Context: an optimization exercise on an open-source flow, tuned for small area and a short achievable clock period. The choices shown serve that exercise and are no tape-out recipe. In this exercise RTL edits were held to simulation tests only and were not proved equivalent to the original. Power and IR drop assume default switching activity.

==> flow/design.v <==
package diffeq_pkg;
    localparam int unsigned DEFAULT_WIDTH = 16;
    localparam logic MODE_ADD = 1'b0;
    localparam logic MODE_SUB = 1'b1;
endpackage
module diffeq_fa (
    input  logic a, b, c,
    output logic s, co
);
    assign s  = a ^ b ^ c;
    assign co = (a & b) | (a & c) | (b & c);
endmodule
module diffeq_ha (
    input  logic a, b,
    output logic s, co
);
    assign s  = a ^ b;
    assign co = a & b;
endmodule
module diffeq_xnor (
    input  logic a, b,
    output logic y
);
    assign y = ~(a ^ b);
endmodule
module diffeq_bsel (
    input  logic one, two, neg, a1, a0,
    output logic pp
);
    assign pp = ((one & a1) | (two & a0)) ^ neg;
endmodule
module multiplier
#(
    parameter int unsigned IN_WIDTH = diffeq_pkg::DEFAULT_WIDTH
) (
    input  logic signed [IN_WIDTH-1:0] in1,
    input  logic signed [IN_WIDTH-1:0] in2,
    output logic signed [IN_WIDTH-1:0] out,
    output logic                       ovf
);
    logic [15:0] a, b;
    logic [15:0] x, y, p;
    logic [16:1] ta, tb;
    logic        fits17;
    logic [7:0]  one, two, neg;
    logic [16:-1] be;
    logic [17:-1] ae;
    logic [15:0] pp0;
    logic [13:0] pp1;
    logic [11:0] pp2;
    logic [9:0] pp3;
    logic [7:0] pp4;
    logic [5:0] pp5;
    logic [3:0] pp6;
    logic [1:0] pp7;
    logic s0;
    logic c0;
    logic s1;
    logic c1;
    logic s2;
    logic c2;
    logic s3;
    logic c3;
    logic s4;
    logic c4;
    logic s5;
    logic c5;
    logic s6;
    logic c6;
    logic s7;
    logic c7;
    logic s8;
    logic c8;
    logic s9;
    logic c9;
    logic s10;
    logic c10;
    logic s11;
    logic c11;
    logic s12;
    logic c12;
    logic s13;
    logic c13;
    logic s14;
    logic c14;
    logic s15;
    logic c15;
    logic s16;
    logic c16;
    logic s17;
    logic c17;
    logic s18;
    logic c18;
    logic s19;
    logic c19;
    logic s20;
    logic c20;
    logic s21;
    logic c21;
    logic s22;
    logic c22;
    logic s23;
    logic c23;
    logic s24;
    logic c24;
    logic s25;
    logic c25;
    logic s26;
    logic c26;
    logic s27;
    logic c27;
    logic s28;
    logic c28;
    logic s29;
    logic c29;
    logic s30;
    logic c30;
    logic s31;
    logic c31;
    logic s32;
    logic c32;
    logic s33;
    logic c33;
    logic s34;
    logic c34;
    logic s35;
    logic c35;
    logic s36;
    logic c36;
    logic s37;
    logic c37;
    logic s38;
    logic c38;
    logic s39;
    logic c39;
    logic s40;
    logic c40;
    logic s41;
    logic c41;
    logic s42;
    logic c42;
    logic s43;
    logic c43;
    logic s44;
    logic c44;
    logic s45;
    logic c45;
    logic s46;
    logic c46;
    logic s47;
    logic c47;
    logic s48;
    logic c48;
    logic s49;
    logic c49;
    logic s50;
    logic c50;
    logic s51;
    logic c51;
    logic s52;
    logic c52;
    logic s53;
    logic c53;
    logic s54;
    logic c54;
    logic s55;
    logic c55;
    assign a = in1;
    assign b = in2;
    assign be = {b[15], b, 1'b0};
    assign ae = {a[15], a[15], a, 1'b0};
    genvar i, j;
    for (i = 0; i < 8; i++) begin : g_booth
        assign one[i] = be[2*i] ^ be[2*i-1];
        assign two[i] = (be[2*i+1] & ~be[2*i] & ~be[2*i-1]) | (~be[2*i+1] & be[2*i] & be[2*i-1]);
        assign neg[i] = be[2*i+1];
    end
    for (j = 0; j < 16; j++) begin : g_row0
        diffeq_bsel u_sel (.one(one[0]), .two(two[0]), .neg(~neg[0]), .a1(ae[j]), .a0(ae[j-1]), .pp(pp0[j]));
    end
    for (j = 0; j < 14; j++) begin : g_row1
        diffeq_bsel u_sel (.one(one[1]), .two(two[1]), .neg(~neg[1]), .a1(ae[j]), .a0(ae[j-1]), .pp(pp1[j]));
    end
    for (j = 0; j < 12; j++) begin : g_row2
        diffeq_bsel u_sel (.one(one[2]), .two(two[2]), .neg(~neg[2]), .a1(ae[j]), .a0(ae[j-1]), .pp(pp2[j]));
    end
    for (j = 0; j < 10; j++) begin : g_row3
        diffeq_bsel u_sel (.one(one[3]), .two(two[3]), .neg(~neg[3]), .a1(ae[j]), .a0(ae[j-1]), .pp(pp3[j]));
    end
    for (j = 0; j < 8; j++) begin : g_row4
        diffeq_bsel u_sel (.one(one[4]), .two(two[4]), .neg(~neg[4]), .a1(ae[j]), .a0(ae[j-1]), .pp(pp4[j]));
    end
    for (j = 0; j < 6; j++) begin : g_row5
        diffeq_bsel u_sel (.one(one[5]), .two(two[5]), .neg(~neg[5]), .a1(ae[j]), .a0(ae[j-1]), .pp(pp5[j]));
    end
    for (j = 0; j < 4; j++) begin : g_row6
        diffeq_bsel u_sel (.one(one[6]), .two(two[6]), .neg(~neg[6]), .a1(ae[j]), .a0(ae[j-1]), .pp(pp6[j]));
    end
    for (j = 0; j < 2; j++) begin : g_row7
        diffeq_bsel u_sel (.one(one[7]), .two(two[7]), .neg(~neg[7]), .a1(ae[j]), .a0(ae[j-1]), .pp(pp7[j]));
    end
    diffeq_xnor u_hx1 (.a(~neg[5]), .b(pp0[10]), .y(s0));
    assign c0 = ~neg[5] | pp0[10];
    diffeq_xnor u_hx2 (.a(pp0[11]), .b(pp1[9]), .y(s1));
    assign c1 = pp0[11] | pp1[9];
    diffeq_fa u_fa3 (.a(~neg[6]), .b(pp0[12]), .c(pp1[10]), .s(s2), .co(c2));
    diffeq_xnor u_hx4 (.a(pp2[8]), .b(pp3[6]), .y(s3));
    assign c3 = pp2[8] | pp3[6];
    diffeq_fa u_fa5 (.a(pp0[13]), .b(pp1[11]), .c(pp2[9]), .s(s4), .co(c4));
    diffeq_xnor u_hx6 (.a(pp3[7]), .b(pp4[5]), .y(s5));
    assign c5 = pp3[7] | pp4[5];
    diffeq_fa u_fa7 (.a(~neg[7]), .b(pp0[14]), .c(pp1[12]), .s(s6), .co(c6));
    diffeq_fa u_fa8 (.a(pp2[10]), .b(pp3[8]), .c(pp4[6]), .s(s7), .co(c7));
    diffeq_xnor u_hx9 (.a(pp5[4]), .b(pp6[2]), .y(s8));
    assign c8 = pp5[4] | pp6[2];
    diffeq_fa u_fa10 (.a(pp0[15]), .b(pp1[13]), .c(pp2[11]), .s(s9), .co(c9));
    diffeq_fa u_fa11 (.a(pp3[9]), .b(pp4[7]), .c(pp5[5]), .s(s10), .co(c10));
    diffeq_xnor u_hx12 (.a(pp6[3]), .b(pp7[1]), .y(s11));
    assign c11 = pp6[3] | pp7[1];
    diffeq_xnor u_hx13 (.a(~neg[3]), .b(pp0[6]), .y(s12));
    assign c12 = ~neg[3] | pp0[6];
    diffeq_xnor u_hx14 (.a(pp0[7]), .b(pp1[5]), .y(s13));
    assign c13 = pp0[7] | pp1[5];
    diffeq_fa u_fa15 (.a(~neg[4]), .b(pp0[8]), .c(pp1[6]), .s(s14), .co(c14));
    diffeq_xnor u_hx16 (.a(pp2[4]), .b(pp3[2]), .y(s15));
    assign c15 = pp2[4] | pp3[2];
    diffeq_fa u_fa17 (.a(pp0[9]), .b(pp1[7]), .c(pp2[5]), .s(s16), .co(c16));
    diffeq_xnor u_hx18 (.a(pp3[3]), .b(pp4[1]), .y(s17));
    assign c17 = pp3[3] | pp4[1];
    diffeq_fa u_fa19 (.a(pp1[8]), .b(pp2[6]), .c(pp3[4]), .s(s18), .co(c18));
    diffeq_fa u_fa20 (.a(pp4[2]), .b(pp5[0]), .c(s0), .s(s19), .co(c19));
    diffeq_fa u_fa21 (.a(pp2[7]), .b(pp3[5]), .c(pp4[3]), .s(s20), .co(c20));
    diffeq_fa u_fa22 (.a(pp5[1]), .b(c0), .c(s1), .s(s21), .co(c21));
    diffeq_fa u_fa23 (.a(pp4[4]), .b(pp5[2]), .c(pp6[0]), .s(s22), .co(c22));
    diffeq_fa u_fa24 (.a(c1), .b(s3), .c(s2), .s(s23), .co(c23));
    diffeq_fa u_fa25 (.a(pp5[3]), .b(pp6[1]), .c(c3), .s(s24), .co(c24));
    diffeq_fa u_fa26 (.a(s5), .b(c2), .c(s4), .s(s25), .co(c25));
    diffeq_fa u_fa27 (.a(pp7[0]), .b(c5), .c(s8), .s(s26), .co(c26));
    diffeq_fa u_fa28 (.a(c4), .b(s6), .c(s7), .s(s27), .co(c27));
    diffeq_fa u_fa29 (.a(c8), .b(s11), .c(c6), .s(s28), .co(c28));
    diffeq_fa u_fa30 (.a(c7), .b(s9), .c(s10), .s(s29), .co(c29));
    diffeq_xnor u_hx31 (.a(~neg[2]), .b(pp0[4]), .y(s30));
    assign c30 = ~neg[2] | pp0[4];
    diffeq_xnor u_hx32 (.a(pp0[5]), .b(pp1[3]), .y(s31));
    assign c31 = pp0[5] | pp1[3];
    diffeq_fa u_fa33 (.a(pp1[4]), .b(pp2[2]), .c(pp3[0]), .s(s32), .co(c32));
    diffeq_fa u_fa34 (.a(pp2[3]), .b(pp3[1]), .c(c12), .s(s33), .co(c33));
    diffeq_fa u_fa35 (.a(pp4[0]), .b(c13), .c(s15), .s(s34), .co(c34));
    diffeq_fa u_fa36 (.a(c15), .b(s17), .c(c14), .s(s35), .co(c35));
    diffeq_fa u_fa37 (.a(c17), .b(c16), .c(s18), .s(s36), .co(c36));
    diffeq_fa u_fa38 (.a(c18), .b(s20), .c(c19), .s(s37), .co(c37));
    diffeq_fa u_fa39 (.a(c20), .b(s22), .c(c21), .s(s38), .co(c38));
    diffeq_fa u_fa40 (.a(c22), .b(s24), .c(c23), .s(s39), .co(c39));
    diffeq_fa u_fa41 (.a(c24), .b(s26), .c(c25), .s(s40), .co(c40));
    diffeq_fa u_fa42 (.a(c26), .b(c27), .c(s28), .s(s41), .co(c41));
    diffeq_xnor u_hx43 (.a(~neg[1]), .b(pp0[2]), .y(s42));
    assign c42 = ~neg[1] | pp0[2];
    diffeq_xnor u_hx44 (.a(pp0[3]), .b(pp1[1]), .y(s43));
    assign c43 = pp0[3] | pp1[1];
    diffeq_fa u_fa45 (.a(pp1[2]), .b(pp2[0]), .c(s30), .s(s44), .co(c44));
    diffeq_fa u_fa46 (.a(pp2[1]), .b(c30), .c(s31), .s(s45), .co(c45));
    diffeq_fa u_fa47 (.a(c31), .b(s12), .c(s32), .s(s46), .co(c46));
    diffeq_fa u_fa48 (.a(s13), .b(c32), .c(s33), .s(s47), .co(c47));
    diffeq_fa u_fa49 (.a(s14), .b(c33), .c(s34), .s(s48), .co(c48));
    diffeq_fa u_fa50 (.a(s16), .b(c34), .c(s35), .s(s49), .co(c49));
    diffeq_fa u_fa51 (.a(s19), .b(c35), .c(s36), .s(s50), .co(c50));
    diffeq_fa u_fa52 (.a(s21), .b(c36), .c(s37), .s(s51), .co(c51));
    diffeq_fa u_fa53 (.a(s23), .b(c37), .c(s38), .s(s52), .co(c52));
    diffeq_fa u_fa54 (.a(s25), .b(c38), .c(s39), .s(s53), .co(c53));
    diffeq_fa u_fa55 (.a(s27), .b(c39), .c(s40), .s(s54), .co(c54));
    diffeq_fa u_fa56 (.a(s29), .b(c40), .c(s41), .s(s55), .co(c55));
    assign x = {c54, c53, c52, c51, c50, c49, c48, c47, c46, c45, c44, c43, c42, s42, pp0[1], ~neg[0]};
    assign y = {s55, s54, s53, s52, s51, s50, s49, s48, s47, s46, s45, s44, s43, pp1[0], 1'b1, pp0[0]};
    assign p = ~(x + y + 16'd1);
    assign out = p[15:0];
    assign ta[16] = 1'b1;
    assign tb[16] = 1'b1;
    genvar k;
    for (k = 1; k < 16; k++) begin : g_fit
        assign ta[k] = ta[k+1] & (a[k-1] == a[15]);
        assign tb[k] = tb[k+1] & (b[k-1] == b[15]);
    end
    assign fits17 = ta[2] | tb[2] | (ta[3] & tb[15]) | (ta[4] & tb[14]) | (ta[5] & tb[13]) | (ta[6] & tb[12]) | (ta[7] & tb[11]) | (ta[8] & tb[10]) | (ta[9] & tb[9]) | (ta[10] & tb[8]) | (ta[11] & tb[7]) | (ta[12] & tb[6]) | (ta[13] & tb[5]) | (ta[14] & tb[4]) | (ta[15] & tb[3]);
    assign ovf = !fits17 || ((p == 16'd0) ? (a[15] & b[15]) : (p[15] ^ a[15] ^ b[15]));
endmodule
module adder_subtractor
#(
    parameter int unsigned WIDTH = diffeq_pkg::DEFAULT_WIDTH
) (
    input  logic signed [WIDTH-1:0] in1,
    input  logic signed [WIDTH-1:0] in2,
    input  logic                    mode,
    output logic signed [WIDTH-1:0] out,
    output logic                    ovf
);
    localparam int unsigned H = WIDTH / 2;
    logic             sub;
    logic [WIDTH-1:0] a, b;
    logic [H:0]       cl;
    logic [WIDTH-1:H] s0, s1;
    logic [WIDTH:H]   c0, c1;
    assign sub = (mode == diffeq_pkg::MODE_SUB);
    assign a   = in1;
    assign b   = in2 ^ {WIDTH{sub}};
    assign cl[0] = sub;
    for (genvar i = 0; i < H; i++) begin : g_lo
        diffeq_fa u_fa (.a(a[i]), .b(b[i]), .c(cl[i]), .s(out[i]), .co(cl[i+1]));
    end
    assign c0[H] = 1'b0;
    assign c1[H] = 1'b1;
    for (genvar i = H; i < WIDTH; i++) begin : g_hi
        if (i == H) begin : g_first
            diffeq_ha   u_h0 (.a(a[i]), .b(b[i]), .s(s0[i]), .co(c0[i+1]));
            diffeq_xnor u_h1 (.a(a[i]), .b(b[i]), .y(s1[i]));
            assign c1[i+1] = a[i] | b[i];
        end else begin : g_rest
            diffeq_fa u_f0 (.a(a[i]), .b(b[i]), .c(c0[i]), .s(s0[i]), .co(c0[i+1]));
            diffeq_fa u_f1 (.a(a[i]), .b(b[i]), .c(c1[i]), .s(s1[i]), .co(c1[i+1]));
        end
    end
    assign out[WIDTH-1:H] = cl[H] ? s1 : s0;
    assign ovf = (a[WIDTH-1] == b[WIDTH-1]) && (out[WIDTH-1] != a[WIDTH-1]);
endmodule
module diffeq_fu_core
#(
    parameter int unsigned WIDTH = diffeq_pkg::DEFAULT_WIDTH
) (
    input  logic                    clk,
    input  logic                    reset,
    input  logic                    en,
    input  logic signed [WIDTH-1:0] v1,
    input  logic signed [WIDTH-1:0] v2,
    input  logic signed [WIDTH-1:0] v3,
    input  logic signed [WIDTH-1:0] v4,
    input  logic signed [WIDTH-1:0] v5,
    input  logic signed [WIDTH-1:0] v6,
    input  logic                    mode,
    output logic signed [WIDTH-1:0] w1,
    output logic signed [WIDTH-1:0] w2,
    output logic signed [WIDTH-1:0] w3,
    output logic signed [WIDTH-1:0] r1,
    output logic signed [WIDTH-1:0] r2,
    output logic signed [WIDTH-1:0] r3,
    output logic                    ovf1,
    output logic                    ovf2,
    output logic                    ovf3,
    output logic                    valid
);
    logic m1_ovf, m2_ovf, a1_ovf;
    logic signed [WIDTH-1:0] r1_d, r1_q;
    logic signed [WIDTH-1:0] r2_d, r2_q;
    logic signed [WIDTH-1:0] r3_d, r3_q;
    logic                    ovf1_d, ovf1_q;
    logic                    ovf2_d, ovf2_q;
    logic                    ovf3_d, ovf3_q;
    logic                    valid_d, valid_q;
    multiplier #(.IN_WIDTH(WIDTH)) u_m1 (
        .in1 (v1),
        .in2 (v2),
        .out (w1),
        .ovf (m1_ovf)
    );
    multiplier #(.IN_WIDTH(WIDTH)) u_m2 (
        .in1 (v3),
        .in2 (v4),
        .out (w2),
        .ovf (m2_ovf)
    );
    adder_subtractor #(.WIDTH(WIDTH)) u_a1 (
        .in1  (v5),
        .in2  (v6),
        .mode (mode),
        .out  (w3),
        .ovf  (a1_ovf)
    );
    always_comb begin
        r1_d    = r1_q;
        r2_d    = r2_q;
        r3_d    = r3_q;
        ovf1_d  = ovf1_q;
        ovf2_d  = ovf2_q;
        ovf3_d  = ovf3_q;
        valid_d = 1'b0;
        if (en) begin
            r1_d    = w1;
            r2_d    = w2;
            r3_d    = w3;
            ovf1_d  = m1_ovf;
            ovf2_d  = m2_ovf;
            ovf3_d  = a1_ovf;
            valid_d = 1'b1;
        end
    end
    always_ff @(posedge clk or posedge reset) begin
        if (reset) begin
            r1_q    <= '0;
            r2_q    <= '0;
            r3_q    <= '0;
            ovf1_q  <= 1'b0;
            ovf2_q  <= 1'b0;
            ovf3_q  <= 1'b0;
            valid_q <= 1'b0;
        end else begin
            r1_q    <= r1_d;
            r2_q    <= r2_d;
            r3_q    <= r3_d;
            ovf1_q  <= ovf1_d;
            ovf2_q  <= ovf2_d;
            ovf3_q  <= ovf3_d;
            valid_q <= valid_d;
        end
    end
    assign r1    = r1_q;
    assign r2    = r2_q;
    assign r3    = r3_q;
    assign ovf1  = ovf1_q;
    assign ovf2  = ovf2_q;
    assign ovf3  = ovf3_q;
    assign valid = valid_q;
endmodule
==> flow/flow/run.sh <==
#!/bin/bash
# The standard layout (standard.sh) with two changes:
#  - the port buffers are the smallest buffer cell, sky130_fd_sc_hd__buf_1;
#  - before floorplanning, flow/downsize.tcl gives each combinational cell its smallest
#    drive strength, so that timing repair upsizes only the cells that need it.
export BUFFER_PORTS_ARGS="-buffer_cell sky130_fd_sc_hd__buf_1"
export PRE_FLOORPLAN_TCL="$PWD/flow/downsize.tcl"
bash standard.sh > standard_run.log 2>&1
==> flow/flow/downsize.tcl <==
# Before floorplanning: give every combinational cell the smallest drive strength of its
# function; the timing repair later upsizes only the cells that need it.
set n 0
foreach inst [get_cells *] {
  set m [get_property $inst ref_name]
  if { ![regexp {^(sky130_fd_sc_hd__[a-z0-9]+)_([0-9]+)$} $m -> base sz] } { continue }
  if { [regexp {df|dl|sdf|edf|conb|fa$|ha$|tap|fill|decap|clkbuf|buf$|bufbuf|dly|clkinv} $base] } { continue }
  set best $m
  set best_area [get_property [get_lib_cells */$m] area]
  foreach alt [get_lib_cells */${base}_*] {
    set an [get_name $alt]
    if { ![regexp "^${base}_\[0-9\]+\$" $an] } { continue }
    if { [get_property $alt dont_use] } { continue }
    set a [get_property $alt area]
    if { $a < $best_area } { set best $an; set best_area $a }
  }
  if { $best ne $m } {
    replace_cell $inst $best
    incr n
  }
}
puts "downsize.tcl: resized $n instances to their smallest drive"
==> flow/standard.sh <==
#!/bin/bash
# synth_recipe.tcl (not shown) runs the flow's synth.tcl, then flattens the netlist and writes it again
# the make line also repeats each setting of config.mk as NAME=value (left out here)
make -C /OpenROAD-flow-scripts/flow DESIGN_CONFIG=/design/flow/config.mk WORK_HOME=/design/flow/orfs CLKGATE_MAP_FILE= SYNTH_SCRIPT=/design/flow/synth_recipe.tcl "${@:-finish}"
==> flow/config.mk <==
export PLATFORM = sky130hd
export DESIGN_NAME = diffeq_fu_core
export DESIGN_NICKNAME = diffeq_fu_core
export VERILOG_FILES = /design/flow/design.v
export SDC_FILE = /design/flow/constraint.sdc
export NUM_CORES = 4
export LEC_CHECK = 0
export CAP_MARGIN = 0
export CORE_MARGIN = 2
export CORE_UTILIZATION = 40
export SETUP_SLACK_MARGIN = 1.8
export SLEW_MARGIN = 0
export SYNTH_HIERARCHICAL = 1
export SYNTH_MINIMUM_KEEP_SIZE = 0
==> flow/constraint.sdc <==
create_clock -name core_clock -period 10.0 [get_ports {clk}]
set_input_delay 2.0000 -clock core_clock [delete_from_list [all_inputs] [get_ports {clk}]]
set_output_delay 2.0000 -clock core_clock [all_outputs]
set_load 0.01 [all_outputs]
==> reports/metrics.csv, run 1 <==
stage,metric,value,unit
cells_and_area,FILL cells,2293,
clock_network,CTS H-tree depth,2,
clock_network,Sink Count,52,
global_routing,vias in the first global route,8425,
floorplanning,I/O Pins,200,
clock_network,Clock Tree Buf Depth,2,
clock_network,Post-CTS Hold Buffers,0,
worst_hold_path,HP Class,reg2reg,
placement,routability-driven placement congestion ratio,0.8329,
clock_network,CTS root buffer,clkbuf_16,
sta,skew final,0,ns
detailed_routing,routed wire length,29280,um
floorplanning,Placeable Area,0.02418,sq mm
worst_setup_path,cell family with most CP delay,adder cells,
sta,Worst-Margin Slew,0.9785,ns
global_routing,Global Route Usage Sum,0.2159,
sta,final period utilization,0.8110,
sta,Final Max Tran Viols,0,
floorplanning,row cnt,57,
cells_and_area,ratio of cells with drive above 1 in the final layout,0.1757,
worst_setup_path,crit path capture type,output port,
floorplanning,Die Wd,160.6,um
global_routing,total gr overflow,0,
detailed_routing,vias post-DR,8838,
worst_setup_path,crit-path most repeated cell,fa_1,
sta,Final setup viols,0,
worst_setup_path,crit-path max FO,5,
sta,RSZ-0062 raised after global routing,true,
worst_setup_path,CP max stage cell,fa_1,
worst_hold_path,Worst Hold Depth,1,
detailed_routing,Avg WL per Cell,18.29,um
sta,Max-Slew Margin vs Limit,0.3477,
worst_setup_path,Crit. path cell count,19,
clock_network,CTS tree,done,
detailed_routing,Post-DRT Antenna Nets,0,
worst_setup_path,CP max stage delay,0.57,ns
worst_setup_path,CP arrival,6.11,ns
floorplanning,Die H,160.6,um
yosys,Syn. warnings,7,
worst_setup_path,CP cell instances,buf_2 -> nand2b_1 -> o21ai_1 -> buf_4 -> a22oi_1 -> xnor2_1 -> fa_1 -> fa_1 -> fa_1 -> ha_4 -> nor2_2 -> nor2b_1 -> o31ai_2 -> a31oi_2 -> a21o_1 -> a21oi_2 -> xor2_2 -> inv_1 -> buf_2,
clock_network,worst-skew pair later-pin latency,0.28,ns
placement,dpl ws,0.8975,ns
detailed_routing,drt pass-1 iters,5,
detailed_routing,DRC viols,0,
global_routing,largest net degree at the start of global routing,53,
detailed_routing,Vias/cell,5.520,
clock_network,Clock transition at path regs,0.06,ns
worst_setup_path,Worst Path Buf+Inv,4,
global_routing,antenna violations before repair,0,
sta,worst hold slack,0.4830,ns
sta,setup TNS,0,ns
sta,minimum clock period,8.110,ns
yosys,cells after synthesis,1001,
pwr,PwrDens,381.6,mW/mm^2
worst_setup_path,R2R depth,1,
pwr,Peak supply drop,0.3681,mV
floorplanning,initial core utilization,0.4057,
worst_setup_path,CP Data Required Time,8.00,ns
global_routing,global-route wire length before repair,45060,um
run,Max Cap Viol,0,
placement,DPL Wire Length,22150,um
placement,Port-buffer cells,199,
worst_setup_path,startpoint types,input port,
detailed_routing,number of DRC markers in iteration 0,663,
pwr,P_leak,0.004477,uW
floorplanning,die area,0.02579,sq mm
cells_and_area,nets,1516,
sta,Achievable Freq,123.3,MHz
sta,Hold Fails Final Rpt,0,
sta,final worst slack,1.890,ns
status,status,timing/DRC/antenna clean,
clock_network,TritonCTS Buffers,5,
worst_setup_path,critical path class,in2out,
==> layer usage <==
| metal | up-vias | GRT usage | part of all wire |
|---|---|---|---|
| met5 | - | 0 | 0 |
| met1 | 4330 | 0.3016 | 0.45 |
| met4 | 0 | 0.04709 | 0.015 |
| met2 | 336 | 0.3595 | 0.46 |
| met3 | 31 | 0.02738 | 0.068 |
| li1 | 4141 | - | - |
==> per-stage QoR <==
stage               total power, uW    util  instances  area [sq um]
floorplan                      2864       -       1015          9869
global placement               3881  0.4537       1533         10970
detailed placement             3939  0.4537       1533         10970
CTS                            4239  0.4726       1552         11430
global route                   5096  0.5060       1599         12230
finish                         4670  0.5062       1601         12240
==> final cells by class <==
type	instances	area [sq um]	share of cell area
sequential	52	1301	0.1063
inverter	34	156.4	0.01278
multi-input combinational	904	8698	0.7108
tap	324	405.4	0.03313
timing repair buffer	278	1519	0.1241
clock buffer	7	152.6	0.01247
antenna	2	5.005	0.0004090
==> path summary, 6_finish.rpt <==
check                         start       end  slack (ns)
min reg2reg                r1_q[10]  r1_q[10]        0.48
min                        r1_q[10]  r1_q[10]        0.48
min in group asynchronous     reset   r3_q[4]        1.89
max reg2reg                 r3_q[0]   r3_q[0]        9.19
max in group asynchronous     reset    ovf3_q        7.65
max                           v2[6]    w1[15]        1.89
==> registers in the layout (all words and copies together), names as in the netlist <==
signal and cells:
ovf1_q 1, r3_q 16, valid_q 1, ovf2_q 1, r1_q 16, r2_q 16, ovf3_q 1
==> timing repair <==
action,CTS,global route
setup buffers,12,45
setup endpoints to repair,22,14
gates cloned,0,2
pin swaps,6,44
gates resized for setup,60,100
==> power breakdown <==
part / internal [uW] / switching, uW
Sequential: 319 / 39.2
Clock: 105 / 74.7
Combinational: 1790 / 2340
==> cells in the final DEF (no fill, tap or decap), types with 14 or more instances in the layout <==
cell	n
a21oi_1	28
a22oi_1	143
buf_1	167
buf_4	65
clkbuf_2	15
conb_1	16
dfrtp_1	52
fa_1	96
ha_1	27
inv_1	20
mux2_1	50
nand2_1	22
nand2b_1	25
nand3_1	21
nor2_1	26
nor3_1	14
o21ai_0	29
or2_2	20
xnor2_1	187
xor2_1	36
==> run 2: changes to the inputs <==
--- a/flow/config.mk
+++ b/flow/config.mk
@@ -9,5 +9,5 @@
 export CORE_MARGIN = 2
 export CORE_UTILIZATION = 40
-export SETUP_SLACK_MARGIN = 1.8
+export SETUP_SLACK_MARGIN = 1.2
 export SLEW_MARGIN = 0
 export SYNTH_HIERARCHICAL = 1
==> run 2 against run 1 <==
Still clean. Sequential cell count stayed put. Count of clock-buffer cells in the layout shrank 2. First-iteration DRC count shrank 4.1%. Non-clock buffer count down 53. Critical path depth decreased by 3. Setup slack got worse by 0.46 ns. Register-to-register slack better by 0.02 ns. Total power shrank 12%. Clock skew did not move. Critical endpoint is now w2[15]. Largest power group unchanged.
==> reports/metrics.csv, run 2 <==
stage,metric,value,unit,change
status,status,timing/DRC/antenna clean,,
cells_and_area,final std cells w/o fill,1547,,-3.4%
floorplanning,I/O Pins,200,,unchanged
clock_network,CTS H-tree depth,2,,unchanged
sta,worst hold slack,0.4828,ns,-0.0002120 ns
clock_network,CTS root buffer,clkbuf_16,,
global_routing,largest net degree at the start of global routing,53,,unchanged
clock_network,worst-skew pair later-pin latency,0.30,ns,+0.02 ns
floorplanning,Die H,160.6,um,unchanged
worst_setup_path,CP Data Required Time,8.00,ns,about the same
clock_network,Clock transition at path regs,0.07,ns,about the same
sta,minimum clock period,8.566,ns,+0.4559 ns
run,Max Cap Viol,0,,unchanged
clock_network,Clock Tree Buf Depth,2,,unchanged
pwr,Net Sw Frac,0.5492,,+0.02365
worst_setup_path,crit path capture type,output port,,
pwr,Clock power frac,0.042,,+0.003
cells_and_area,most frequent cells in the layout,"xnor2_1, buf_1, a22oi_1",,
global_routing,Global Route Usage Sum,0.2125,,-0.003407
pwr,Seq pwr share,0.087,,+0.010
sta,skew final,0,ns,unchanged
detailed_routing,Post-DRT Antenna Nets,0,,unchanged
placement,DPL Wire Length,21830,um,-1.4%
sta,final period utilization,0.8566,,+0.04559
sta,Final setup viols,0,,unchanged
pwr,switching power,2268,uW,-7.6%
pwr,Peak supply drop,0.3875,mV,+5.3%
worst_hold_path,HP Class,reg2reg,,
worst_setup_path,startpoint types,input port,,
pwr,Pwr Total,4130,uW,-12%
placement,Placed Cells,1530,,-0.20%
pwr,P_int,1862,uW,-16%
worst_setup_path,critical path class,in2out,,
sta,setup TNS,0,ns,unchanged
worst_setup_path,CP arrival,6.57,ns,+0.46 ns
sta,Hold Fails Final Rpt,0,,unchanged
global_routing,global-route wire length before repair,44410,um,-1.4%
sta,final worst slack,1.434,ns,-0.4559 ns
floorplanning,Die Wd,160.6,um,unchanged
placement,routability-driven placement congestion ratio,0.8743,,+5.0%
clock_network,Post-CTS Hold Buffers,0,,unchanged
cells_and_area,ratio of cells with drive above 1 in the final layout,0.07447,,-0.1012
sta,Achievable Freq,116.7,MHz,-5.3%
sta,Final Max Tran Viols,0,,unchanged
global_routing,total gr overflow,0,,unchanged
cells_and_area,FILL cells,2389,,+4.2%
worst_setup_path,crit-path max FO,9,,+4
detailed_routing,vias post-DR,8468,,-4.2%
floorplanning,initial core utilization,0.4057,,unchanged
clock_network,CTS tree,done,,
cells_and_area,nets,1463,,-3.5%
detailed_routing,drt pass-1 iters,5,,unchanged
clock_network,Sink Count,52,,unchanged
placement,Port-buffer cells,199,,unchanged
detailed_routing,Vias/cell,5.474,,-0.84%
global_routing,antenna violations before repair,1,,+1
pwr,Comb power frac,0.872,,-0.013
floorplanning,die area,0.02579,sq mm,unchanged
yosys,Syn. warnings,7,,unchanged
detailed_routing,Avg WL per Cell,17.83,um,-2.5%
detailed_routing,routed wire length,27580,um,-5.8%
floorplanning,row cnt,57,,unchanged
clock_network,TritonCTS Buffers,5,,unchanged
detailed_routing,number of DRC markers in iteration 0,636,,-4.1%
floorplanning,Placeable Area,0.02418,sq mm,unchanged
detailed_routing,DRC viols,0,,unchanged
global_routing,vias in the first global route,8421,,-0.047%
sta,Worst-Margin Slew,1.041,ns,+0.06214 ns
pwr,PwrDens,367.3,mW/mm^2,-3.8%
placement,dpl ws,0.9254,ns,+0.02791 ns
pwr,P_leak,0.004012,uW,-10%
yosys,cells after synthesis,1001,,unchanged
sta,RSZ-0062 raised after global routing,true,,
cells_and_area,Largest regs,"r1_q (16), r2_q (16), r3_q (16)",,
sta,Max-Slew Margin vs Limit,0.3063,,-0.04143
[run 2: metrics by stage]
step,util,area (sq um)
5_1_grt,0.4651,11240
3_5_place_dp,0.4524,10940
4_1_cts,0.4605,11130
2_1_floorplan,-,9862
3_3_place_gp,0.4524,10940
6_report,0.4651,11240
[run 2: worst max-delay path, cell delays in order]
cell and delay [ns]:
buf_1 0.41, xor2_1 0.65, a22oi_1 0.21, xnor2_1 0.27, fa_1 0.45, fa_1 0.55
fa_1 0.42, ha_1 0.31, or2_2 0.30, o31ai_1 0.07, a31oi_1 0.10, a21o_1 0.20
a21oi_1 0.16, xor2_1 0.21, inv_1 0.10, buf_1 0.13
[run 2: layer usage]
layer,track usage,part of all wire,vias up,wire length [um]
met5,0,0,-,0
met4,0.03808,0.010,0,276
li1,-,-,4035,-
met1,0.3023,0.47,4135,12960
met2,0.3487,0.46,285,12660
met3,0.03022,0.061,13,1690
[run 2: power by group through the flow]
stage	logic [uW]	registers, uW	clock network [uW]
6_report	3600	358	172
5_1_grt	4030	370	186
4_1_cts	3640	359	180
3_5_place_dp	3620	363	0
3_3_place_gp	3590	358	0
2_1_floorplan	2460	402	0
[run 2: cell type report]
| cell class | count | area (sq um) | share of cell area |
|---|---|---|---|
| Inverter | 34 | 153.9 | 0.01369 |
| Antenna cell | 1 | 2.502 | 0.0002225 |
| Timing Repair Buffer | 225 | 949.7 | 0.08446 |
| Tap cell | 324 | 405.4 | 0.03605 |
| Sequential cell | 52 | 1301 | 0.1157 |
| Clock buffer | 5 | 125.1 | 0.01113 |
| Clock inverter | 2 | 12.51 | 0.001113 |
| Multi-Input combinational cell | 904 | 8294 | 0.7376 |
[run 2: path summary, 6_finish.rpt]
check                          from  endpoint  slack [ns]  depth (start not counted)
max                           v4[7]    w2[15]        1.43                         16
min                         r3_q[4]   r3_q[4]        0.48                          1
max reg2reg                r3_q[11]  r3_q[11]        9.21                          1
min reg2reg                 r3_q[4]   r3_q[4]        0.48                          1
max in group asynchronous     reset   r2_q[3]        7.65                          3
min in group asynchronous     reset   r2_q[1]        1.86                          3
[run 2: what timing repair did]
action                                 4_1_cts  5_1_grt
cloned                                       0        0
resized for setup                            9       23
setup endpoints to repair                    3        5
endpoints found under the hold margin        0        0
buffers inserted                             5        4
==> run 3: changes to the inputs <==
--- a/flow/config.mk
+++ b/flow/config.mk
@@ -9,5 +9,5 @@
 export CORE_MARGIN = 2
 export CORE_UTILIZATION = 40
-export SETUP_SLACK_MARGIN = 1.2
+export SETUP_SLACK_MARGIN = 1.5
 export SLEW_MARGIN = 0
 export SYNTH_HIERARCHICAL = 1
==> run 3 against run 2 <==
Still clean. Sequential cell count did not move. Clock power barely moved. Hold slack about the same. Critical endpoint unchanged. Highest routed layer unchanged.
==> reports/metrics.csv, run 3 <==
stage,metric,value,unit,change
status,status,timing/DRC/antenna clean,,
sta,Final Max Tran Viols,0,,unchanged
detailed_routing,Vias/cell,5.487,,+0.23%
sta,setup TNS,0,ns,unchanged
pwr,P_leak,0.004102,uW,+2.2%
pwr,Peak supply drop,0.3873,mV,about the same
cells_and_area,ratio of cells with drive above 1 in the final layout,0.09423,,+0.01976
sta,minimum clock period,8.340,ns,-0.2259 ns
placement,Port-buffer cells,199,,unchanged
detailed_routing,Avg WL per Cell,17.88,um,+0.27%
detailed_routing,routed wire length,27820,um,+0.86%
cells_and_area,most frequent cells in the layout,"xnor2_1, buf_1, a22oi_1",,
detailed_routing,vias post-DR,8537,,+0.81%
pwr,Clock power frac,0.041,,about the same
sta,Hold Fails Final Rpt,0,,unchanged
detailed_routing,max layer used,met4,,
cells_and_area,post-layout util,0.4751,,+0.009989
pwr,PwrDens,362.9,mW/mm^2,-1.2%
global_routing,antenna violations before repair,1,,unchanged
sta,Max-Slew Margin vs Limit,0.3046,,-0.001631
run,Max Cap Viol,0,,unchanged
global_routing,vias in the first global route,8431,,+0.12%
worst_setup_path,CP Data Required Time,8.00,ns,about the same
worst_setup_path,RR Startpoint,r3_q[11],,
floorplanning,Placeable Area,0.02418,sq mm,unchanged
worst_setup_path,Critical Path Source,v4[9],,
worst_setup_path,critical path class,in2out,,
worst_setup_path,Setup crit end,w2[15],,
worst_setup_path,CP arrival,6.34,ns,-0.23 ns
worst_setup_path,R2R depth,1,,unchanged
worst_setup_path,startpoint types,input port,,
placement,routability-driven placement congestion ratio,0.8743,,unchanged
global_routing,largest net degree at the start of global routing,53,,unchanged
global_routing,Global Route Usage Sum,0.2128,,+0.0003241
worst_hold_path,HP Class,reg2reg,,
cells_and_area,nets,1472,,+0.62%
sta,Worst-Margin Slew,1.043,ns,+0.002446 ns
clock_network,TritonCTS Buffers,5,,unchanged
pwr,switching power,2291,uW,+1.0%
clock_network,CTS root buffer,clkbuf_16,,
sta,Final setup viols,0,,unchanged
worst_setup_path,crit path capture type,output port,,
floorplanning,initial core utilization,0.4057,,unchanged
clock_network,worst-skew pair later-pin latency,0.30,ns,about the same
floorplanning,Die Wd,160.6,um,unchanged
clock_network,Clock transition at path regs,0.07,ns,about the same
clock_network,Sink Count,52,,unchanged
floorplanning,row cnt,57,,unchanged
sta,worst hold slack,0.4830,ns,+0.0001710 ns
sta,skew final,0,ns,unchanged
clock_network,Clock Tree Buf Depth,2,,unchanged
detailed_routing,met3 wire len,1582,um,-6.4%
sta,Achievable Freq,119.9,MHz,+2.7%
yosys,Syn. warnings,7,,unchanged
worst_setup_path,R2R Setup Slk,9.21,ns,about the same
detailed_routing,met2 WL,12820,um,+1.3%
detailed_routing,M1 WL,13210,um,+2.0%
floorplanning,Die H,160.6,um,unchanged
placement,DPL Wire Length,21830,um,unchanged
cells_and_area,"most common cell after layout, fill and taps aside",xnor2_1,,
pwr,Comb power frac,0.873,,about the same
clock_network,CTS H-tree depth,2,,unchanged
pwr,Seq pwr share,0.086,,about the same
placement,dpl ws,0.9254,ns,unchanged
detailed_routing,drt pass-1 iters,5,,unchanged
detailed_routing,DRC viols,0,,unchanged
worst_setup_path,crit-path max FO,8,,-1
global_routing,global-route wire length before repair,44470,um,+0.14%
sta,final period utilization,0.8340,,-0.02259
sta,RSZ-0062 raised after global routing,true,,
pwr,Net Sw Frac,0.5495,,about the same
detailed_routing,number of DRC markers in iteration 0,594,,-6.6%
detailed_routing,Post-DRT Antenna Nets,0,,unchanged
floorplanning,die area,0.02579,sq mm,unchanged
yosys,cells after synthesis,1001,,unchanged
pwr,P_int,1878,uW,+0.87%
global_routing,total gr overflow,0,,unchanged
worst_setup_path,Crit Reg-Reg Endpoint,r3_q[11],,
floorplanning,I/O Pins,200,,unchanged
cells_and_area,Largest regs,"r1_q (16), r2_q (16), r3_q (16)",,
sta,final worst slack,1.660,ns,+0.2259 ns
clock_network,CTS tree,done,,
## run 3: critical path: stages
cell and delay (ns):
buf_1 0.40, nand2b_1 0.13, o21ai_2 0.37, a22oi_1 0.14, xnor2_1 0.27, fa_1 0.45, fa_1 0.55, fa_1 0.42
ha_1 0.31, or2_2 0.30, o31ai_1 0.07, a31oi_1 0.10, a21o_1 0.20, a21oi_1 0.16, xor2_1 0.21, inv_1 0.10
buf_1 0.13
## run 3: cell type report
type                       count  area [sq um]
multi-input combinational    904          8426
antenna                        1         2.502
fill                        2371         12690
timing repair buffer         234          1060
tap                          324         405.4
clock buffer                   5         125.1
sequential                    52          1301
inverter                      34         153.9
clock inverter                 2         12.51
## run 3: repair_timing
item,CTS,global route
pin swaps,0,10
setup endpoints to repair,11,13
hold buffers,0,0
resized for setup,30,37
buffers inserted,7,11
## run 3: how the worst min path moves through the flow
stage                     endpoint  slack (ns)  cells after the start  startpoint
after global routing      r3_q[10]        0.50                      1    r3_q[10]
after global placement     r2_q[1]        0.47                      1     r2_q[1]
final                      r3_q[4]        0.48                      1     r3_q[4]
after detailed placement  r2_q[10]        0.47                      1    r2_q[10]
after CTS                 r2_q[10]        0.49                      1    r2_q[10]
after floorplan             ovf1_q        0.53                      1      ovf1_q
## run 3: layer usage
metal | global-route usage | up-vias
met5 | 0 | -
met4 | 0.03563 | 0
met3 | 0.02660 | 11
met2 | 0.3513 | 293
met1 | 0.3044 | 4181
li1 | - | 4052
## run 3: stage by stage
step	total power (uW)	area (sq um)	instances
after CTS	4182	11220	1544
after global placement	3945	10940	1530
after global routing	4608	11490	1556
after floorplan	2864	9862	1015
after detailed placement	3981	10940	1530
final	4169	11490	1556
## run 3: power groups by stage
stage | Combinational (uW) | Clock, uW | Sequential (uW)
after floorplan | 2460 | 0 | 402
after global placement | 3590 | 0 | 358
after detailed placement | 3620 | 0 | 363
after CTS | 3640 | 180 | 359
after global routing | 4050 | 186 | 370
final | 3640 | 173 | 358
==> run 4: changes to the inputs <==
--- a/flow/config.mk
+++ b/flow/config.mk
@@ -9,5 +9,5 @@
 export CORE_MARGIN = 2
 export CORE_UTILIZATION = 40
-export SETUP_SLACK_MARGIN = 1.5
+export SETUP_SLACK_MARGIN = 1.3
 export SLEW_MARGIN = 0
 export SYNTH_HIERARCHICAL = 1
==> run 4 against run 3 <==
Clock skew unchanged. Clock power about the same. Setup slack worse by 0.15 ns. Utilization down 0.79 points. Sequential cell count unchanged. Critical path depth down 3. Final cell count down 0.51%. Highest routed layer unchanged. Total power down 0.91%. Still clean. Critical endpoint is now w3[15]. Combinational power down 1%. Cell area down 1.7%. Die area unchanged.
==> reports/metrics.csv, run 4 <==
stage,metric,value,unit,change
placement,DPL Wire Length,21830,um,unchanged
sta,worst hold slack,0.4830,ns,unchanged
clock_network,Post-CTS Hold Buffers,0,,unchanged
global_routing,total gr overflow,0,,unchanged
placement,dpl ws,0.9254,ns,unchanged
worst_setup_path,critical path class,in2out,,
worst_setup_path,Worst Path Buf+Inv,4,,+1
sta,Final setup viols,0,,unchanged
global_routing,global-route wire length before repair,44470,um,unchanged
worst_setup_path,startpoint types,input port,,
clock_network,Clock Tree Buf Depth,2,,unchanged
yosys,Syn. warnings,7,,unchanged
cells_and_area,ratio of cells with drive above 1 in the final layout,0.08258,,-0.01165
detailed_routing,routed wire length,27590,um,-0.82%
floorplanning,row cnt,57,,unchanged
placement,dpl cell area,0.01094,sq mm,unchanged
placement,Port-buffer cells,199,,unchanged
sta,Achievable Freq,117.8,MHz,-1.8%
worst_hold_path,HP Class,reg2reg,,
worst_setup_path,CP max stage cell,fa_1,,
global_routing,antenna violations before repair,1,,unchanged
sta,Max-Slew Margin vs Limit,0.3039,,-0.0007030
sta,Hold Fails Final Rpt,0,,unchanged
sta,final worst slack,1.510,ns,-0.1505 ns
floorplanning,Placeable Area,0.02418,sq mm,unchanged
sta,minimum clock period,8.490,ns,+0.1505 ns
detailed_routing,Post-DRT Antenna Nets,0,,unchanged
detailed_routing,Avg WL per Cell,17.82,um,-0.31%
floorplanning,Die Wd,160.6,um,unchanged
cells_and_area,FILL cells,2384,,+0.55%
worst_setup_path,CP arrival,6.49,ns,+0.15 ns
clock_network,CTS root buffer,clkbuf_16,,
sta,Final Max Tran Viols,0,,unchanged
cells_and_area,post-route cell area,0.01130,sq mm,-1.7%
global_routing,Global Route Usage Sum,0.2128,,about the same
cells_and_area,most frequent cells in the layout,"xnor2_1, buf_1, a22oi_1",,
sta,Worst-Margin Slew,1.044,ns,+0.001054 ns
clock_network,Clock transition at path regs,0.07,ns,about the same
floorplanning,die area,0.02579,sq mm,unchanged
floorplanning,initial core utilization,0.4057,,unchanged
worst_setup_path,CP cell instances,buf_1 -> buf_4 -> xor2_1 -> fa_1 -> fa_1 -> fa_1 -> fa_1 -> fa_1 -> fa_1 -> fa_1 -> fa_1 -> mux2i_2 -> inv_1 -> buf_1,,
cells_and_area,post-layout util,0.4672,,-0.007867
sta,RSZ-0062 raised after global routing,false,,
global_routing,vias in the first global route,8437,,+0.071%
global_routing,largest net degree at the start of global routing,53,,unchanged
detailed_routing,drt pass-1 iters,5,,unchanged
clock_network,TritonCTS Buffers,5,,unchanged
sta,skew final,0,ns,unchanged
worst_setup_path,CP Data Required Time,8.00,ns,about the same
sta,setup TNS,0,ns,unchanged
worst_setup_path,R2R Setup Slk,9.21,ns,about the same
yosys,cells after synthesis,1001,,unchanged
clock_network,worst-skew pair later-pin latency,0.30,ns,about the same
clock_network,Sink Count,52,,unchanged
worst_setup_path,cell family with most CP delay,adder cells,,
clock_network,CTS tree,done,,
cells_and_area,Largest regs,"r1_q (16), r2_q (16), r3_q (16)",,
pwr,P_leak,0.004032,uW,-1.7%
placement,routability-driven placement congestion ratio,0.8743,,unchanged
pwr,PwrDens,365.7,mW/mm^2,+0.76%
pwr,Peak supply drop,0.3872,mV,about the same
clock_network,CTS H-tree depth,2,,unchanged
worst_setup_path,CP max stage delay,0.57,ns,+0.02 ns
worst_setup_path,crit path capture type,output port,,
worst_setup_path,crit-path max FO,17,,+9
worst_setup_path,crit-path most repeated cell,fa_1,,
detailed_routing,Vias/cell,5.467,,-0.35%
cells_and_area,"most common cell after layout, fill and taps aside",xnor2_1,,
status,status,timing/DRC/antenna clean,,
detailed_routing,DRC viols,0,,unchanged
run,Max Cap Viol,0,,unchanged
sta,final period utilization,0.8490,,+0.01505
detailed_routing,vias post-DR,8463,,-0.87%
floorplanning,Die H,160.6,um,unchanged
detailed_routing,number of DRC markers in iteration 0,629,,+5.9%
cells_and_area,nets,1464,,-0.54%
floorplanning,I/O Pins,200,,unchanged
-- run 4: per-layer routing --
metal  up-vias  routed length, um  part of all wire  track usage
li1       4037                  -                 -            -
met1      4127              12910              0.47       0.3024
met2       284              12710              0.46       0.3495
met3        15               1687             0.061      0.03073
met4         0                283             0.010      0.03767
met5         -                  0                 0            0
-- run 4: worst paths after layout --
kind | from | end | cells past startpoint
max in group asynchronous | reset | r2_q[3] | 3
setup reg to reg | r3_q[11] | r3_q[11] | 1
hold / removal | r3_q[4] | r3_q[4] | 1
min in group asynchronous | reset | r2_q[1] | 3
hold reg to reg | r3_q[4] | r3_q[4] | 1
setup / recovery | mode | w3[15] | 14
-- run 4: final cells by class --
type	instances	area (sq um)	area share
tap	324	405.4	0.03589
timing repair buffer	226	973.4	0.08618
multi-input combinational	904	8322	0.7367
sequential	52	1301	0.1152
clock buffer	5	125.1	0.01108
inverter	34	153.9	0.01362
clock inverter	2	12.51	0.001108
antenna	1	2.502	0.0002215
-- run 4: report_power, final --
part	internal [uW]	switching, uW	total (uW)	leakage [uW]
logic	1450	2150	3600	0.00336
clock network	91.3	81.1	172	0.0000657
registers	319	39.3	358	0.000604
-- run 4: stage by stage --
stage / std cells / total power [uW]
after global placement: 1530 / 3945
after CTS: 1544 / 4178
after global routing: 1548 / 4591
final: 1548 / 4131
after floorplan: 1015 / 2864
after detailed placement: 1530 / 3981
-- run 4: timing repair --
action,CTS,global route
endpoints found under the setup margin,5,9
hold endpoints to repair,0,0
resized for setup,13,30
pin swaps,0,1
setup buffers,7,3
==> run 5: changes to the inputs <==
--- a/flow/config.mk
+++ b/flow/config.mk
@@ -9,5 +9,5 @@
 export CORE_MARGIN = 2
 export CORE_UTILIZATION = 40
-export SETUP_SLACK_MARGIN = 1.3
+export SETUP_SLACK_MARGIN = 1.6
 export SLEW_MARGIN = 0
 export SYNTH_HIERARCHICAL = 1
==> run 5 against run 4 <==
Critical path type unchanged. Largest cell class unchanged. Register-to-register slack hardly changed. Largest power group unchanged. Final cell count increased by 0.71%. Still clean on timing, DRC and antenna. Die area stayed put. Non-clock buffer count up 11. Cell area rose by 2.9%. Combinational power increased by 2%. Clock skew is the same. Hold slack hardly changed. Global-route usage barely moved.
==> reports/metrics.csv, run 5 <==
stage,metric,value,unit,change
status,status,timing/DRC/antenna clean,,
worst_setup_path,CP cell instances,buf_1 -> a22oi_1 -> xnor2_1 -> fa_1 -> fa_1 -> fa_1 -> ha_1 -> or2_2 -> o31ai_1 -> a31oi_1 -> a21o_1 -> a21oi_1 -> xor2_1 -> inv_1 -> buf_1,,
clock_network,CTS tree,done,,
clock_network,Sink Count,52,,unchanged
floorplanning,die area,0.02579,sq mm,unchanged
worst_setup_path,crit-path most repeated cell,fa_1,,
worst_setup_path,R2R Setup Slk,9.21,ns,about the same
sta,RSZ-0062 raised after global routing,true,,
detailed_routing,number of DRC markers in iteration 0,596,,-5.2%
cells_and_area,Largest regs,"r1_q (16), r2_q (16), r3_q (16)",,
placement,Port-buffer cells,199,,unchanged
global_routing,antenna violations before repair,1,,unchanged
detailed_routing,vias post-DR,8552,,+1.1%
floorplanning,row cnt,57,,unchanged
clock_network,CTS root buffer,clkbuf_16,,
global_routing,total gr overflow,0,,unchanged
worst_setup_path,CP max stage cell,buf_1,,
cells_and_area,nets,1475,,+0.75%
clock_network,Clock transition at path regs,0.07,ns,about the same
sta,minimum clock period,8.223,ns,-0.2675 ns
worst_setup_path,CP max stage delay,0.63,ns,+0.06 ns
clock_network,CTS H-tree depth,2,,unchanged
sta,Final Max Tran Viols,0,,unchanged
pwr,PwrDens,362.6,mW/mm^2,-0.83%
sta,Final setup viols,0,,unchanged
sta,worst hold slack,0.4829,ns,-0.0001380 ns
detailed_routing,drt pass-1 iters,5,,unchanged
sta,skew final,0,ns,unchanged
pwr,Peak supply drop,0.3813,mV,-1.5%
detailed_routing,routed wire length,27890,um,+1.1%
cells_and_area,most frequent cells in the layout,"xnor2_1, buf_1, a22oi_1",,
worst_setup_path,RR Startpoint,r3_q[11],,
worst_setup_path,Critical Path Source,v3[0],,
cells_and_area,"most common cell after layout, fill and taps aside",xnor2_1,,
clock_network,worst-skew pair later-pin latency,0.30,ns,about the same
placement,routability-driven placement congestion ratio,0.8743,,unchanged
floorplanning,Placeable Area,0.02418,sq mm,unchanged
detailed_routing,Avg WL per Cell,17.89,um,+0.37%
sta,final worst slack,1.777,ns,+0.2675 ns
worst_hold_path,launch point of the worst hold path,r3_q[4],,
floorplanning,I/O Pins,200,,unchanged
sta,final period utilization,0.8223,,-0.02675
worst_setup_path,crit-path max FO,16,,-1
detailed_routing,Post-DRT Antenna Nets,0,,unchanged
floorplanning,Die Wd,160.6,um,unchanged
clock_network,Clock Tree Buf Depth,2,,unchanged
placement,DPL Wire Length,21830,um,unchanged
global_routing,global-route wire length before repair,44550,um,+0.17%
sta,setup TNS,0,ns,unchanged
sta,Achievable Freq,121.6,MHz,+3.3%
yosys,Syn. warnings,7,,unchanged
cells_and_area,ratio of cells with drive above 1 in the final layout,0.1151,,+0.03249
sta,Worst-Margin Slew,1.055,ns,+0.01120 ns
placement,dpl ws,0.9254,ns,unchanged
global_routing,largest net degree at the start of global routing,53,,unchanged
global_routing,Global Route Usage Sum,0.2130,,+0.0002252
worst_setup_path,CP Data Required Time,8.00,ns,about the same
floorplanning,Die H,160.6,um,unchanged
worst_setup_path,CP arrival,6.22,ns,-0.27 ns
sta,Max-Slew Margin vs Limit,0.2965,,-0.007468
sta,Hold Fails Final Rpt,0,,unchanged
detailed_routing,DRC viols,0,,unchanged
worst_setup_path,startpoint types,input port,,
yosys,cells after synthesis,1001,,unchanged
floorplanning,initial core utilization,0.4057,,unchanged
clock_network,Post-CTS Hold Buffers,0,,unchanged
global_routing,vias in the first global route,8445,,+0.095%
clock_network,TritonCTS Buffers,5,,unchanged
worst_setup_path,crit path capture type,output port,,
run,Max Cap Viol,0,,unchanged
worst_setup_path,cell family with most CP delay,adder cells,,
worst_setup_path,critical path class,in2out,,
worst_hold_path,HP Class,reg2reg,,
detailed_routing,Vias/cell,5.486,,+0.34%
cells_and_area,FILL cells,2358,,-1.1%
pwr,P_leak,0.004170,uW,+3.4%
worst_setup_path,Worst Path Buf+Inv,3,,-1
-- run 5: final timing paths --
kind                                  to  depth (start not counted)
worst max register to register  r3_q[11]                          1
worst max-delay path              w2[15]                         15
worst min register to register   r3_q[4]                          1
min in group asynchronous        r2_q[1]                          3
max in group asynchronous        r2_q[3]                          3
worst min-delay path             r3_q[4]                          1
-- run 5: cell type report --
class / count / area, sq um / share of cell area
timing repair buffer: 237 / 1119 / 0.09627
clock inverter: 2 / 12.51 / 0.001077
tap: 324 / 405.4 / 0.03489
clock buffer: 5 / 125.1 / 0.01077
inverter: 34 / 153.9 / 0.01325
antenna: 1 / 2.502 / 0.0002154
multi-input combinational: 904 / 8499 / 0.7315
sequential: 52 / 1301 / 0.1120
-- run 5: through the flow --
| step | cells | total power, uW | area [sq um] | utilization |
|---|---|---|---|---|
| floorplan | 1015 | 2864 | 9862 | - |
| global placement | 1530 | 3945 | 10940 | 0.4524 |
| detailed placement | 1530 | 3981 | 10940 | 0.4524 |
| CTS | 1544 | 4190 | 11260 | 0.4658 |
| global route | 1559 | 4657 | 11620 | 0.4806 |
| finish | 1559 | 4213 | 11620 | 0.4806 |
-- run 5: metal layers --
layer  track usage  part of all wire
met1        0.3050              0.47
met2        0.3515              0.47
met3       0.02660             0.059
met4       0.03563            0.0069
met5             0                 0
-- run 5: report_power, final --
| group | internal (uW) | switching (uW) |
|---|---|---|
| logic | 1490 | 2190 |
| clock network | 91.3 | 81.9 |
| registers | 319 | 39.3 |
-- run 5: repair_timing --
item,CTS,global route
endpoints found under the setup margin,19,15
pin swaps,0,16
setup buffers,7,14
endpoints found under the hold margin,0,0
gates cloned,0,0
gates resized for setup,40,61

## re-timing with driven ports
How much do the figures lean on ideal ports? The routed layouts below were timed once more, with nothing changed but the port constraints. Step 1 sets driving cells, clkbuf_16 on the clock port and buf_2 on the other inputs (assumed; they add their load-dependent delay and slew). Step 2 also shifts input and output timing later by t, the mid clock arrival at the registers, as if the neighbouring blocks saw the same clock. a / b / c = ideal / step 1 / step 2; a / b = the first two.
run	shift t [ns]	slack for setup (ns)	clock arrival spread, ns	worst register clock-pin slew, ns
run 1	0.324	1.890 / 1.862 / 1.862	0.005 / 0.004	0.07 / 0.07
run 2	0.329	1.434 / 1.382 / 1.382	0.019 / 0.020	0.09 / 0.09
run 3	0.329	1.660 / 1.636 / 1.636	0.020 / 0.020	0.09 / 0.09
run 4	0.329	1.510 / 1.485 / 1.485	0.019 / 0.020	0.09 / 0.09
run 5	0.330	1.777 / 1.750 / 1.750	0.021 / 0.021	0.09 / 0.09
After both steps every run listed still meets setup and hold. The setup slack of run 2, which loses most, moves by -0.052 ns with the drivers and by -0.052 ns with both steps.
